Context: an optimization exercise on an open-source flow, tuned for small area. The choices shown serve that exercise and are no tape-out recipe.
RTL that was checked went through simulation tests only; none was proved equivalent to the original.
No activity file was given, so power comes from the tool's default toggle rates.

// decode_dispatch
module decode_dispatch (
  input  logic                   clk,
  input  logic                   rst,
  input  logic                   roll_back,
  input  logic                   if_in_en,
  input  dispatch_pkg::addr_t    if_pc,
  input  dispatch_pkg::instr_t   if_instr,
  input  logic                   jump,
  input  logic                   rs1_busy,
  input  dispatch_pkg::rob_idx_t rs1_dep,
  input  dispatch_pkg::data_t    rs1_val,
  input  logic                   rs2_busy,
  input  dispatch_pkg::rob_idx_t rs2_dep,
  input  dispatch_pkg::data_t    rs2_val,
  input  logic                   cdb_en,
  input  dispatch_pkg::rob_idx_t cdb_rob_idx,
  input  dispatch_pkg::data_t    cdb_val,
  input  dispatch_pkg::rob_idx_t rob_idx_nxt,
  output logic                   stall_reset,
  output dispatch_pkg::addr_t    new_pc,
  output dispatch_pkg::rob_idx_t stall_rob_idx,
  output logic                   rf_en,
  output dispatch_pkg::reg_idx_t rf_dest,
  output dispatch_pkg::rob_idx_t rf_rob_idx,
  output logic                   rs_en,
  output dispatch_pkg::rs_op_t   rs_op_out,
  output dispatch_pkg::data_t    rs_vj,
  output logic                   rs_qj_en,
  output dispatch_pkg::rob_idx_t rs_qj,
  output dispatch_pkg::data_t    rs_vk,
  output logic                   rs_qk_en,
  output dispatch_pkg::rob_idx_t rs_qk,
  output dispatch_pkg::rob_idx_t rs_rob_idx,
  output logic                   rob_en,
  output dispatch_pkg::rob_idx_t rob_idx,
  output logic                   rob_ready,
  output dispatch_pkg::rob_op_t  rob_op,
  output dispatch_pkg::reg_idx_t rob_dest,
  output dispatch_pkg::data_t    rob_val,
  output logic                   rob_jump,
  output dispatch_pkg::addr_t    rob_pc,
  output dispatch_pkg::addr_t    rob_alt_pc
);
Settings: LEC_CHECK=0, CAP_MARGIN=0, CORE_MARGIN=2, CORE_UTILIZATION=65, GPL_TIMING_DRIVEN=0, PLACE_DENSITY=0.75, SLEW_MARGIN=0; clock period 5.0 ns.
standard.sh (not shown) runs the stock make flow with config.mk's settings and CLKGATE_MAP_FILE= SYNTH_SCRIPT=/design/flow/synth_recipe.tcl, a recipe that flattens the netlist after the stock synthesis.
==> flow/flow/run.sh <==
#!/bin/bash
# Standard ORFS layout with two changes: the port buffers use the smallest
# buffer cell, and the clock tree uses few, large sink clusters and no dummy loads.
export BUFFER_PORTS_ARGS="-buffer_cell sky130_fd_sc_hd__buf_1"
export CTS_ARGS="-sink_clustering_enable -repair_clock_nets -dont_use_dummy_load -sink_clustering_size 16 -sink_clustering_max_diameter 60 -buf_list {sky130_fd_sc_hd__clkbuf_4 sky130_fd_sc_hd__clkbuf_8}"
bash standard.sh > standard.log 2>&1
Then changed:
Settings changed: CAP_MARGIN 0 to 20, GPL_TIMING_DRIVEN 0 to not set, SLEW_MARGIN 0 to 20.
The new run completed with no timing, DRC or antenna violations.
Hold slack barely changes.
Cell count decreases by 13%.
Sequential power hardly moves.
First-iteration DRC count is lower by 11%.
Synthesized area does not change.
Synthesized cell count does not change.
Non-clock buffer count is lower by 272.
Die area does not change.
Maximum frequency rises by 7.3%.
Then changed:
Settings changed: CAP_MARGIN 20 to 0, CORE_UTILIZATION 65 to 75, PLACE_DENSITY 0.75 to 0.85, SLEW_MARGIN 20 to 0.
Maximum frequency came out higher by 1.4%.
Cell area came out lower by 0.85%.
Hold slack hardly moves.
Wire length came out lower by 2.1%.
Cell count came out lower by 2.1%.
Total power came out lower by 1.2%.
Sequential share of layout area came out higher by 0.30 points.
Utilization came out higher by 9.0 points.
Global-route usage came out higher by 5.2 points.
Clock skew does not change.
Via count came out higher by 1.9%.
Then changed:
--- a/flow/flow/run.sh
+++ b/flow/flow/run.sh
@@ -4,3 +4,4 @@
 export BUFFER_PORTS_ARGS="-buffer_cell sky130_fd_sc_hd__buf_1"
 export CTS_ARGS="-sink_clustering_enable -repair_clock_nets -dont_use_dummy_load -sink_clustering_size 16 -sink_clustering_max_diameter 60 -buf_list {sky130_fd_sc_hd__clkbuf_4 sky130_fd_sc_hd__clkbuf_8}"
+export RECOVER_POWER=100
 bash standard.sh > standard.log 2>&1
Settings changed: CORE_UTILIZATION 75 to 65, PLACE_DENSITY 0.85 to 0.75.
Result: Now the flow completed and failed the layout checks on max-capacitance violations, max-slew violations; worst setup slack degrades by 0.21 ns; die area came out higher by about a fifth; global-route usage came out lower by 5.2 points; design area stays flat; sequential share of layout area stays flat; hold slack barely changes; count of clock-buffer cells in the layout goes up by 1.
Then changed:
==> flow/flow/run.sh (replaced) <==
#!/bin/bash
# Standard ORFS layout with two changes: the port buffers use the smallest
# buffer cell, and the clock tree uses few, large sink clusters and no dummy loads.
export BUFFER_PORTS_ARGS="-buffer_cell sky130_fd_sc_hd__buf_1"
export CTS_ARGS="-sink_clustering_enable -repair_clock_nets -dont_use_dummy_load -sink_clustering_size 10 -sink_clustering_max_diameter 40 -buf_list {sky130_fd_sc_hd__clkbuf_4}"
bash standard.sh > standard.log 2>&1
Outcome: With this change the flow went through all stages and came out clean; fmax rises by 4.5%; via count rises by 1.2%; sequential share of layout area falls by 0.17 points; cell count rises by 0.86%; power stays flat; synthesized cell count is unchanged; clock power falls by about 1%; critical path depth rises by 8; core utilization rises by 0.34 points; area after synthesis stays the same; global-route usage rises by 0.30 points.


Setup of v12:
decode_dispatch, a different RTL version from the one above (not shown whole).
For scale: about 990 cells after synthesis, roughly 420 I/O pins, roughly 11,000 um2 of cells after synthesis.
Design decode_dispatch, start of the top module:
module decode_dispatch (
  input  logic                   clk,
  input  logic                   rst,
  input  logic                   roll_back,
  input  logic                   if_in_en,
  input  dispatch_pkg::addr_t    if_pc,
  input  dispatch_pkg::instr_t   if_instr,
  input  logic                   jump,
  input  logic                   rs1_busy,
  input  dispatch_pkg::rob_idx_t rs1_dep,
  input  dispatch_pkg::data_t    rs1_val,
  input  logic                   rs2_busy,
  input  dispatch_pkg::rob_idx_t rs2_dep,
  input  dispatch_pkg::data_t    rs2_val,
  input  logic                   cdb_en,
  input  dispatch_pkg::rob_idx_t cdb_rob_idx,
  input  dispatch_pkg::data_t    cdb_val,
  input  dispatch_pkg::rob_idx_t rob_idx_nxt,
  output logic                   stall_reset,
  output dispatch_pkg::addr_t    new_pc,
  output dispatch_pkg::rob_idx_t stall_rob_idx,
  output logic                   rf_en,
  output dispatch_pkg::reg_idx_t rf_dest,
  output dispatch_pkg::rob_idx_t rf_rob_idx,
  output logic                   rs_en,
  output dispatch_pkg::rs_op_t   rs_op_out,
  output dispatch_pkg::data_t    rs_vj,
  output logic                   rs_qj_en,
  output dispatch_pkg::rob_idx_t rs_qj,
  output dispatch_pkg::data_t    rs_vk,
  output logic                   rs_qk_en,
  output dispatch_pkg::rob_idx_t rs_qk,
  output dispatch_pkg::rob_idx_t rs_rob_idx,
  output logic                   rob_en,
  output dispatch_pkg::rob_idx_t rob_idx,
  output logic                   rob_ready,
  output dispatch_pkg::rob_op_t  rob_op,
  output dispatch_pkg::reg_idx_t rob_dest,
  output dispatch_pkg::data_t    rob_val,
  output logic                   rob_jump,
  output dispatch_pkg::addr_t    rob_pc,
  output dispatch_pkg::addr_t    rob_alt_pc
);
clock: 5.0 ns
lec_check: 0
cap_margin: 0
core_margin: 2
core_utilization: 65
gpl_timing_driven: 0
place_density: 0.75
slew_margin: 0
synth_hierarchical: 1
synth_minimum_keep_size: 0
==> flow/flow/run.sh <==
#!/bin/bash
# Standard ORFS layout with two changes: the port buffers use the smallest
# buffer cell, and the clock tree uses few, large sink clusters and no dummy loads.
export BUFFER_PORTS_ARGS="-buffer_cell sky130_fd_sc_hd__buf_1"
export CTS_ARGS="-sink_clustering_enable -repair_clock_nets -dont_use_dummy_load -sink_clustering_size 16 -sink_clustering_max_diameter 60 -buf_list {sky130_fd_sc_hd__clkbuf_4 sky130_fd_sc_hd__clkbuf_8}"
bash standard.sh > standard.log 2>&1
v12: PASS, flow complete, no timing, DRC or antenna violations
The inputs of v47 differ from those of v12 as listed below.
- GPL_TIMING_DRIVEN no longer set, was 0
[summary]
- Against v12, v47 reports a worst setup slack that is higher.
- Of v12 and v47, v47 shows the higher detailed-placement wirelength estimate, with v12 below it.
- The power density normalized to cell area on v47 is in line with that on v12.
- Non-clock buffering overhead in the final layout: v12 and v47 compared, higher one is v47
- | share of power burned in combinational logic | v12 vs v47 | ≈ equal |
- v47 has global-route usage below what v12 had.
- v47 — stage delay of the slowest cell on the critical path 0.02 ns lower, v12 as reference
[inputs] v4 vs v47
- PLACE_DENSITY now 0.7, was 0.75
- CORE_UTILIZATION now 55, was 65
[summary]
- Taking v47 as the reference point, the slew at the pin closest to its max-slew limit of v4 rises by 0.27 ns.
- On register share of total power, the higher figure sits with v47, not v4.
- As far as I/O pin count goes, v4 and v47 are indistinguishable; the numbers are identical.
- In v4, the count of buffers not belonging to the clock network in the layout came out about 0.43% above the value in v47.
- v4 ends up with lower worst hold slack than v47 does.
- Going from v47 to v4, the die area was enlarged.
- Via count of the first global-routing pass: v4 vs v47 down 862
- v4 falls short of v47 in overall power after layout.
No functional check of the RTL was part of any run of this note.


decode_dispatch, a different RTL version from the one above (not shown whole).
For scale: roughly 990 cells after synthesis, ~420 I/O pins, ~11000 um2 of cells after synthesis.
==> flow/config.mk <==
export PLATFORM = sky130hd
export DESIGN_NAME = decode_dispatch
export DESIGN_NICKNAME = decode_dispatch
export VERILOG_FILES = /design/flow/design.v
export SDC_FILE = /design/flow/constraint.sdc
export NUM_CORES = 4
export LEC_CHECK = 0
export CAP_MARGIN = 0
export CORE_MARGIN = 2
export CORE_UTILIZATION = 65
export PLACE_DENSITY = 0.75
export SLEW_MARGIN = 0
export SYNTH_HIERARCHICAL = 1
export SYNTH_MINIMUM_KEEP_SIZE = 0
==> flow/constraint.sdc <==
create_clock -name core_clock -period 5.0 [get_ports {clk}]
set_input_delay 1.0000 -clock core_clock [delete_from_list [all_inputs] [get_ports {clk}]]
set_output_delay 1.0000 -clock core_clock [all_outputs]
set_load 0.01 [all_outputs]
==> flow/flow/run.sh <==
#!/bin/bash
# Standard ORFS layout with two changes: the port buffers use the smallest
# buffer cell, and the clock tree uses few, large sink clusters and no dummy loads.
export BUFFER_PORTS_ARGS="-buffer_cell sky130_fd_sc_hd__buf_1"
export CTS_ARGS="-sink_clustering_enable -repair_clock_nets -dont_use_dummy_load -sink_clustering_size 18 -sink_clustering_max_diameter 60 -buf_list {sky130_fd_sc_hd__clkbuf_8}"
bash standard.sh > standard.log 2>&1
The baseline passed the timing, DRC and antenna checks.
==> next run, changes <==
==> flow/flow/run.sh (replaced) <==
#!/bin/bash
# Standard ORFS layout with two changes: the port buffers use the smallest
# buffer cell, and the clock tree uses few, large sink clusters and no dummy loads.
export BUFFER_PORTS_ARGS="-buffer_cell sky130_fd_sc_hd__buf_1"
export CTS_ARGS="-sink_clustering_enable -repair_clock_nets -dont_use_dummy_load -sink_clustering_size 20 -sink_clustering_max_diameter 60 -buf_list {sky130_fd_sc_hd__clkbuf_8}"
bash standard.sh > standard.log 2>&1
Hold slack is about the same.
Power is about the same.
Wire length came out higher by 0.77%.
Sequential power hardly moves.
Die area is unchanged.
Cell area does not change.
Setup slack loses 0.014 ns.
Combinational power barely changes.
Global-route usage climbs by 0.30 points.

## afterwards: timing with drivers on the ports
In the flow no input, the clock included, has a driving cell. The finished layouts below were timed again as built, in two steps. Step 1 sets driving cells, clkbuf_16 on the clock port and buf_2 on the other inputs (assumed; they add their load-dependent delay and slew). Step 2, shift: input delay + t, output delay - t, t = (earliest + latest rising clock arrival at the registers) / 2. This alone moves slack from input paths to output paths. Slacks: no drivers / after step 1 / after step 2; pairs: no drivers / after step 1.
run | t, ns | setup slack, ns | worst hold slack (ns) | worst slew at a driven data input, ns
the first run of note 1 | 0.570 | 0.191 / 0.212 / -0.357 | 0.441 / 0.441 / 0.441 | 0.08
the second run of note 1 | 0.567 | 0.520 / 0.544 / -0.023 | 0.441 / 0.441 / 0.441 | 0.09
the third run of note 1 | 0.560 | 0.583 / 0.596 / 0.036 | 0.439 / 0.439 / 0.439 | 0.11
the fourth run of note 1 | 0.570 | 0.371 / 0.384 / -0.186 | 0.441 / 0.441 / 0.441 | 0.08
the fifth run of note 1 | 0.653 | 0.571 / 0.593 / -0.060 | 0.442 / 0.442 / 0.442 | 0.09
v12 | 0.564 | 0.105 / 0.085 / -0.478 | 0.476 / 0.476 / 0.476 | 0.09
v47 | 0.550 | 0.417 / 0.416 / -0.135 | 0.479 / 0.479 / 0.479 | 0.10
v4 | 0.565 | 0.465 / 0.488 / -0.077 | 0.469 / 0.469 / 0.469 | 0.10
the first run of note 3 | 0.558 | 0.453 / 0.467 / -0.091 | 0.479 / 0.479 / 0.479 | 0.10
the second run of note 3 | 0.548 | 0.439 / 0.453 / -0.095 | 0.481 / 0.481 / 0.481 | 0.11
The setup slack of the fifth run of note 1, which loses most, moves by +0.022 ns with the drivers and by -0.631 ns with both steps.
